From an optimization exercise on the open Yosys and OpenROAD flow, aimed at small area, a short achievable clock period and few clock cycles per item; shortcuts taken in it are not production practice.
At most, simulation tests tie the RTL to the original design; equivalence was not proved.

## pe_top
module pe_top (
    input  logic                      clk,
    input  logic                      rstn,
    input  logic [pe_pkg::CFG_W-1:0]  filter_size,
    input  logic                      iact_write_en,
    input  logic [pe_pkg::DATA_W-1:0] data_iact_in,
    output logic                      iact_ready,
    input  logic                      weight_write_en,
    input  logic [pe_pkg::DATA_W-1:0] data_weight_in,
    output logic                      weight_ready,
    input  logic                      psum_write_en,
    input  logic [pe_pkg::DATA_W-1:0] data_psum_in,
    output logic                      psum_ready,
    input  logic                      psum_read_en,
    output logic [pe_pkg::DATA_W-1:0] data_psum_out,
    output logic                      psum_out_valid
);
Size in the first run: about 140 flip-flops, ~82 I/O pins.
clock: 7.0 ns
lec_check: 0
cap_margin: 20
core_margin: 2
core_utilization: 40
setup_slack_margin: 4.0
slew_margin: 20
standard.sh (not shown) runs the stock make flow with config.mk's settings and CLKGATE_MAP_FILE= SYNTH_SCRIPT=/design/flow/synth_recipe.tcl, a recipe that flattens the netlist after the stock synthesis.
==> flow/flow/run.sh <==
#!/bin/bash
set -euo pipefail
export BUFFER_PORTS_ARGS="-buffer_cell sky130_fd_sc_hd__buf_1"
export CTS_ARGS="-sink_clustering_enable -repair_clock_nets -buf_list sky130_fd_sc_hd__clkbuf_4 -dont_use_dummy_load"
bash standard.sh finish > standard.log 2>&1
The starting point ran to the end with no violations.
Testbench counts at the start, summed over its fixed seeds: cycles 18,441, rows 2,394.
Then changed:
==> flow/flow/run.sh (replaced) <==
#!/bin/bash
set -euo pipefail
export BUFFER_PORTS_ARGS="-buffer_cell sky130_fd_sc_hd__buf_1"
export CTS_ARGS="-sink_clustering_enable -repair_clock_nets -buf_list sky130_fd_sc_hd__clkbuf_8 -dont_use_dummy_load"
bash standard.sh finish > standard.log 2>&1
Settings changed: SETUP_SLACK_MARGIN 4.0 to 4.2.
What happened: The new run completed with no timing, DRC or antenna violations; critical path depth stays the same; via count went up by 4.6%; worst setup slack improved by 0.090 ns; hold slack got worse by 0.0079 ns; count of clock-buffer cells in the layout stays the same; routed wire length went up by 3.6%.
Then changed:
==> flow/flow/run.sh (replaced) <==
#!/bin/bash
set -euo pipefail
export BUFFER_PORTS_ARGS="-buffer_cell sky130_fd_sc_hd__buf_1"
export CTS_ARGS="-sink_clustering_enable -repair_clock_nets -buf_list sky130_fd_sc_hd__clkbuf_8 -dont_use_dummy_load"
export SKIP_LAST_GASP="1"
bash standard.sh finish > standard.log 2>&1
Settings changed: SETUP_SLACK_MARGIN 4.2 to 4.1.
Outcome: Sequential cell count does not change. Synthesized cell count does not change. Clock skew decreases by 0.0054 ns. Non-clock buffer count decreases by 28.
Then changed:
==> flow/flow/run.sh (replaced) <==
#!/bin/bash
set -euo pipefail
export BUFFER_PORTS_ARGS="-buffer_cell sky130_fd_sc_hd__buf_1"
export CTS_ARGS="-sink_clustering_enable -repair_clock_nets -buf_list sky130_fd_sc_hd__clkbuf_8 -dont_use_dummy_load"
export SETUP_MOVE_SEQUENCE="unbuffer,sizeup,swap,buffer,clone"
bash standard.sh finish > standard.log 2>&1
Settings changed: SETUP_SLACK_MARGIN 4.1 to 4.0.
What happened: Worst hold slack hardly moves; count of clock-buffer cells in the layout stays the same; register-to-register slack loses 0.04 ns; sequential cell count stays the same.

Another version of the RTL of pe_top (not shown whole).
Size in the first run: ~690 cells after synthesis, ~140 flip-flops, roughly 82 I/O pins, about 8200 sq um of cells after synthesis.
// pe_top
module pe_top (
    input  logic                      clk,
    input  logic                      rstn,
    input  logic [pe_pkg::CFG_W-1:0]  filter_size,
    input  logic                      iact_write_en,
    input  logic [pe_pkg::DATA_W-1:0] data_iact_in,
    output logic                      iact_ready,
    input  logic                      weight_write_en,
    input  logic [pe_pkg::DATA_W-1:0] data_weight_in,
    output logic                      weight_ready,
    input  logic                      psum_write_en,
    input  logic [pe_pkg::DATA_W-1:0] data_psum_in,
    output logic                      psum_ready,
    input  logic                      psum_read_en,
    output logic [pe_pkg::DATA_W-1:0] data_psum_out,
    output logic                      psum_out_valid
);
clock: 7.0 ns
lec_check: 0
cap_margin: 20
core_margin: 2
core_utilization: 40
setup_slack_margin: 4.0
slew_margin: 20
==> flow/flow/run.sh <==
#!/bin/bash
set -euo pipefail
export BUFFER_PORTS_ARGS="-buffer_cell sky130_fd_sc_hd__buf_1"
export CTS_ARGS="-sink_clustering_enable -repair_clock_nets -buf_list sky130_fd_sc_hd__clkbuf_8 -dont_use_dummy_load"
bash standard.sh finish > standard.log 2>&1
Edit:
Settings changed: SETUP_SLACK_MARGIN 4.0 to 4.2.
Result:
- setup slack improves by 190 ps
- cell area came out higher by 5.1%
- clock-buffer cell count does not change
- via count is higher by 3.3%
- clock skew hardly moves
- critical path depth drops by 2
No functional check of the RTL was part of any run of this note.

Another version of the RTL of pe_top (not shown whole).
For scale: ~710 cells after synthesis, ~8300 um2 of cells after synthesis.
==> flow/config.mk <==
export PLATFORM = sky130hd
export DESIGN_NAME = pe_top
export DESIGN_NICKNAME = pe_top
export VERILOG_FILES = /design/flow/design.v
export SDC_FILE = /design/flow/constraint.sdc
export NUM_CORES = 4
export LEC_CHECK = 0
export CAP_MARGIN = 20
export CORE_MARGIN = 2
export CORE_UTILIZATION = 40
export CTS_BUF_LIST = sky130_fd_sc_hd__clkbuf_8
export CTS_CLUSTER_SIZE = 30
export SETUP_SLACK_MARGIN = 4.0
export SLEW_MARGIN = 20
==> flow/constraint.sdc <==
create_clock -name core_clock -period 7.0 [get_ports {clk}]
set_input_delay 1.4000 -clock core_clock [delete_from_list [all_inputs] [get_ports {clk}]]
set_output_delay 1.4000 -clock core_clock [all_outputs]
set_load 0.01 [all_outputs]
run.sh (not shown) runs the stock make flow with config.mk's settings and CLKGATE_MAP_FILE= SYNTH_SCRIPT=/design/flow/synth_recipe.tcl, a recipe that flattens the netlist after the stock synthesis.
Stock flow here: none of the scripts above is used.
Next try:
- CTS_BUF_LIST: sky130_fd_sc_hd__clkbuf_8 -> unset
- CTS_CLUSTER_SIZE: 30 -> unset
- SETUP_SLACK_MARGIN: 4.0 -> 4.5
- The changed run produced a clean layout
- via count goes up by 3.2%
- cell area climbs by 7.0%
- clock skew is about the same
- non-clock buffer count is higher by 20
- routed wire length increases by 4.7%
Next try:
- SETUP_SLACK_MARGIN: 4.5 -> 3.5
What happened: Via count went down by 9.7%. Sequential share of layout area is higher by 4.0 points. Final cell count falls by about 8%. Final area goes down by about 12%. Area after synthesis stays the same. Maximum frequency decreases by about 10%. Global-route usage falls by 2.2 points.
Next try:
==> flow/flow/run.sh (new file) <==
#!/bin/bash
set -euo pipefail
export RECOVER_POWER="100"
bash standard.sh finish > standard.log 2>&1
==> flow/standard.sh (new file) <==
#!/bin/bash
# synth_recipe.tcl (not shown) runs the flow's synth.tcl, then flattens the netlist and writes it again
# the make line also repeats each setting of config.mk as NAME=value (left out here)
make -C /OpenROAD-flow-scripts/flow DESIGN_CONFIG=/design/flow/config.mk WORK_HOME=/design/flow/orfs CLKGATE_MAP_FILE= SYNTH_SCRIPT=/design/flow/synth_recipe.tcl "${@:-finish}"
- SETUP_SLACK_MARGIN: 3.5 -> 4.0
removed: flow/run.sh
Cell count increases by 6.0%.
Design area rises by 5.7%.
Via count goes up by 8.4%.
Count of clock-buffer cells in the layout fell by 2.
Setup slack loses 0.059 ns.
Synthesized cell count stays the same.
No run of this note included a check of the RTL's function; only the layout flow was run.

before:
Another version of the RTL of pe_top (not shown whole).
Size in the first run: about 670 cells after synthesis, roughly 82 I/O pins, about 8000 sq um of cells after synthesis.
Settings: LEC_CHECK=0, CAP_MARGIN=20, CORE_MARGIN=2, CORE_UTILIZATION=40, SETUP_SLACK_MARGIN=3.5, SLEW_MARGIN=20; clock period 7.0 ns.
Stock flow here: none of the scripts above is used.
before reached the end of the flow, and the finished layout is clean on the timing, DRC and antenna checks.
Testbench counts of before, summed over its fixed seeds: cycles 18,356, rows 2,394.
## Diff of input files: after against before
Settings: SETUP_SLACK_MARGIN: 3.5 -> 2.5.
Findings:
- after: PASS, flow complete, no timing, DRC or antenna violations
- Row proportion of final cell area spent on non-clock buffers: after lower / before higher
- The leading cell type in the layout, fill and taps excluded comes out sky130_fd_sc_hd__inv_1 in one run and sky130_fd_sc_hd__edfxtp_1 in the other, namely in after and before respectively.
- Core area of after is on par with before.
- Met1 capacity usage during global routing: before vs after, no meaningful difference

pe_top, a different RTL version from the one above (not shown whole).
Size: ~630 cells after synthesis, about 130 flip-flops, roughly 7800 um^2 of cells after synthesis.
// pe_top
module pe_top (
    input  logic                      clk,
    input  logic                      rstn,
    input  logic [pe_pkg::CFG_W-1:0]  filter_size,
    input  logic                      iact_write_en,
    input  logic [pe_pkg::DATA_W-1:0] data_iact_in,
    output logic                      iact_ready,
    input  logic                      weight_write_en,
    input  logic [pe_pkg::DATA_W-1:0] data_weight_in,
    output logic                      weight_ready,
    input  logic                      psum_write_en,
    input  logic [pe_pkg::DATA_W-1:0] data_psum_in,
    output logic                      psum_ready,
    input  logic                      psum_read_en,
    output logic [pe_pkg::DATA_W-1:0] data_psum_out,
    output logic                      psum_out_valid
);
Settings: LEC_CHECK=0, CAP_MARGIN=20, CORE_MARGIN=2, CORE_UTILIZATION=40, SLEW_MARGIN=20; clock period 7.0 ns.
The first run completed with no timing, DRC or antenna violations.
Rerun with:
--- a/flow/config.mk
+++ b/flow/config.mk
@@ -9,3 +9,4 @@
 export CORE_MARGIN = 2
 export CORE_UTILIZATION = 40
+export SETUP_SLACK_MARGIN = 3.8
 export SLEW_MARGIN = 20
Result: Worst setup slack gets better by 950 ps; flip-flop and latch count stays the same; global-route usage went up by 1.9 points; cell area is higher by 8.8%.
No functional check of the RTL was part of any run of this note.

pe_top with an RTL version that a note above also has.
For scale: roughly 710 cells after synthesis, roughly 82 I/O pins, ~0.0083 mm^2 of cells after synthesis.
Settings: LEC_CHECK=0, CAP_MARGIN=20, CORE_MARGIN=2, CORE_UTILIZATION=40, SETUP_SLACK_MARGIN=4.1, SLEW_MARGIN=20; clock period 7.0 ns.
standard.sh (not shown) runs the stock make flow with config.mk's settings and CLKGATE_MAP_FILE= SYNTH_SCRIPT=/design/flow/synth_recipe.tcl, a recipe that flattens the netlist after the stock synthesis.
==> flow/flow/run.sh <==
#!/bin/bash
set -euo pipefail
export BUFFER_PORTS_ARGS="-buffer_cell sky130_fd_sc_hd__buf_1"
export CTS_ARGS="-sink_clustering_enable -repair_clock_nets -buf_list sky130_fd_sc_hd__clkbuf_8 -dont_use_dummy_load"
bash standard.sh finish > standard.log 2>&1
Testbench counts at the start, summed over its fixed seeds: cycles 18,441, rows 2,394.
Then changed:
==> flow/flow/run.sh (replaced) <==
#!/bin/bash
set -euo pipefail
export BUFFER_PORTS_ARGS="-buffer_cell sky130_fd_sc_hd__buf_1"
export CTS_ARGS="-sink_clustering_enable -repair_clock_nets -buf_list sky130_fd_sc_hd__clkbuf_4 -dont_use_dummy_load"
bash standard.sh finish > standard.log 2>&1
Settings changed: CORE_UTILIZATION 40 to 30, SETUP_SLACK_MARGIN 4.1 to 4.0.
Result:
- setup slack loses 0.071 ns
- sequential share of layout area stays flat
- clock-buffer cell count is unchanged
- global-route usage went down by 3.2 points
- worst hold slack gains 0.0040 ns
- die area went up by 32%
- routed wire length went up by 3.0%
- maximum frequency went down by 2.5%
Then changed:
==> flow/flow/run.sh (replaced) <==
#!/bin/bash
set -euo pipefail
export BUFFER_PORTS_ARGS="-buffer_cell sky130_fd_sc_hd__buf_1"
export CTS_ARGS="-sink_clustering_enable -repair_clock_nets -buf_list sky130_fd_sc_hd__clkbuf_8 -dont_use_dummy_load"
bash standard.sh finish > standard.log 2>&1
Settings changed: CORE_UTILIZATION 30 to 40, SETUP_SLACK_MARGIN 4.0 to 4.1.
Outcome: Sequential share of layout area hardly moves; final area hardly moves; critical path depth drops by 1; via count drops slightly; wire length drops by a few percent; die area drops by a quarter to a third; fmax climbs by a few percent; worst setup slack improved by 0.071 ns; clock skew drops by 0.017 ns; utilization climbs by 12 points.
Then changed:
==> flow/flow/run.sh (replaced) <==
#!/bin/bash
set -euo pipefail
export BUFFER_PORTS_ARGS="-buffer_cell sky130_fd_sc_hd__buf_1"
export CTS_ARGS="-sink_clustering_enable -repair_clock_nets -buf_list sky130_fd_sc_hd__clkbuf_4 -dont_use_dummy_load"
bash standard.sh finish > standard.log 2>&1
Settings changed: CORE_UTILIZATION 40 to 70, SETUP_SLACK_MARGIN 4.1 to 4.0.
The changed run completed with no timing, DRC or antenna violations.
Cell area fell by 3.7%.
Area after synthesis is unchanged.
Die area came out lower by 42%.
Hold slack improved by 0.0087 ns.
Setup slack loses 0.074 ns.
Utilization climbs by 32 points.
Routed wire length drops by 3.6%.
Then changed:
==> flow/flow/run.sh (replaced) <==
#!/bin/bash
set -euo pipefail
export BUFFER_PORTS_ARGS="-buffer_cell sky130_fd_sc_hd__buf_1"
export CTS_ARGS="-sink_clustering_enable -repair_clock_nets -buf_list sky130_fd_sc_hd__clkbuf_8 -dont_use_dummy_load"
bash standard.sh finish > standard.log 2>&1
Settings changed: CORE_UTILIZATION 70 to 40, SETUP_SLACK_MARGIN 4.0 to 4.3.
Result: Area after synthesis does not change. Core utilization went down by 29 points. Wire length goes up by 8.3%. Hold slack gets worse by 0.0079 ns.

-- static timing again, ports no longer ideal --
The flow's constraints put no driver on any port. The routed layouts listed below were extracted and timed again, unchanged, in two steps.
Step 1, drivers: a clkbuf_16 drives clk and a buf_2 each remaining input, both assumed.
Step 2, shift: input delay + t, output delay - t, t = (earliest + latest rising clock arrival at the registers) / 2. This alone moves slack from input paths to output paths.
Three values: no drivers, after step 1, after step 2; two values: the first two.
| run | t (ns) | slack for setup (ns) | hold WS [ns] | worst setup path after step 2 |
|---|---|---|---|---|
| the first run of note 1 | 0.571 | 4.142 / 4.142 / 3.913 | 0.499 / 0.499 / 0.499 | input to register |
| the second run of note 1 | 0.480 | 4.232 / 4.232 / 3.895 | 0.491 / 0.491 / 0.491 | input to register |
| the third run of note 1 | 0.476 | 4.206 / 4.206 / 3.919 | 0.488 / 0.488 / 0.488 | input to register |
| the fourth run of note 1 | 0.472 | 4.162 / 4.162 / 3.923 | 0.490 / 0.490 / 0.490 | input to register |
| the first run of note 2 | 0.469 | 4.067 / 4.067 / 4.067 | 0.491 / 0.491 / 0.491 | register to register |
| the second run of note 2 | 0.459 | 4.254 / 4.254 / 4.254 | 0.468 / 0.468 / 0.468 | register to register |
| the first run of note 3 | 0.483 | 3.955 / 3.955 / 3.955 | 0.489 / 0.489 / 0.489 | register to register |
| the second run of note 3 | 0.466 | 3.952 / 3.952 / 3.952 | 0.487 / 0.487 / 0.487 | register to register |
| the third run of note 3 | 0.463 | 3.627 / 3.584 / 3.703 | 0.474 / 0.474 / 0.474 | register to register |
| the fourth run of note 3 | 0.461 | 3.569 / 3.524 / 3.584 | 0.490 / 0.490 / 0.490 | register to register |
| before | 0.409 | 2.845 / 2.845 / 2.845 | 0.520 / 0.520 / 0.520 | register to register |
| after | 0.398 | 2.652 / 2.652 / 2.652 | 0.505 / 0.505 / 0.505 | register to register |
| the first run of note 5 | 0.454 | 2.694 / 2.651 / 2.922 | 0.522 / 0.522 / 0.522 | register to register |
| the second run of note 5 | 0.456 | 3.644 / 3.644 / 3.644 | 0.545 / 0.545 / 0.545 | register to register |
| the first run of note 6 | 0.476 | 4.206 / 4.206 / 3.919 | 0.488 / 0.488 / 0.488 | input to register |
| the second run of note 6 | 0.587 | 4.135 / 4.135 / 3.965 | 0.492 / 0.492 / 0.492 | input to register |
| the third run of note 6 | 0.476 | 4.206 / 4.206 / 3.919 | 0.488 / 0.488 / 0.488 | input to register |
| the fourth run of note 6 | 0.566 | 4.132 / 4.132 / 4.024 | 0.497 / 0.497 / 0.497 | input to register |
| the fifth run of note 6 | 0.480 | 4.267 / 4.267 / 4.156 | 0.489 / 0.489 / 0.489 | input to register |
After both steps every run listed still meets setup and hold. For the second run of note 1, which loses most, drivers alone change the setup slack by 0.000 ns; drivers and shift together by -0.337 ns.
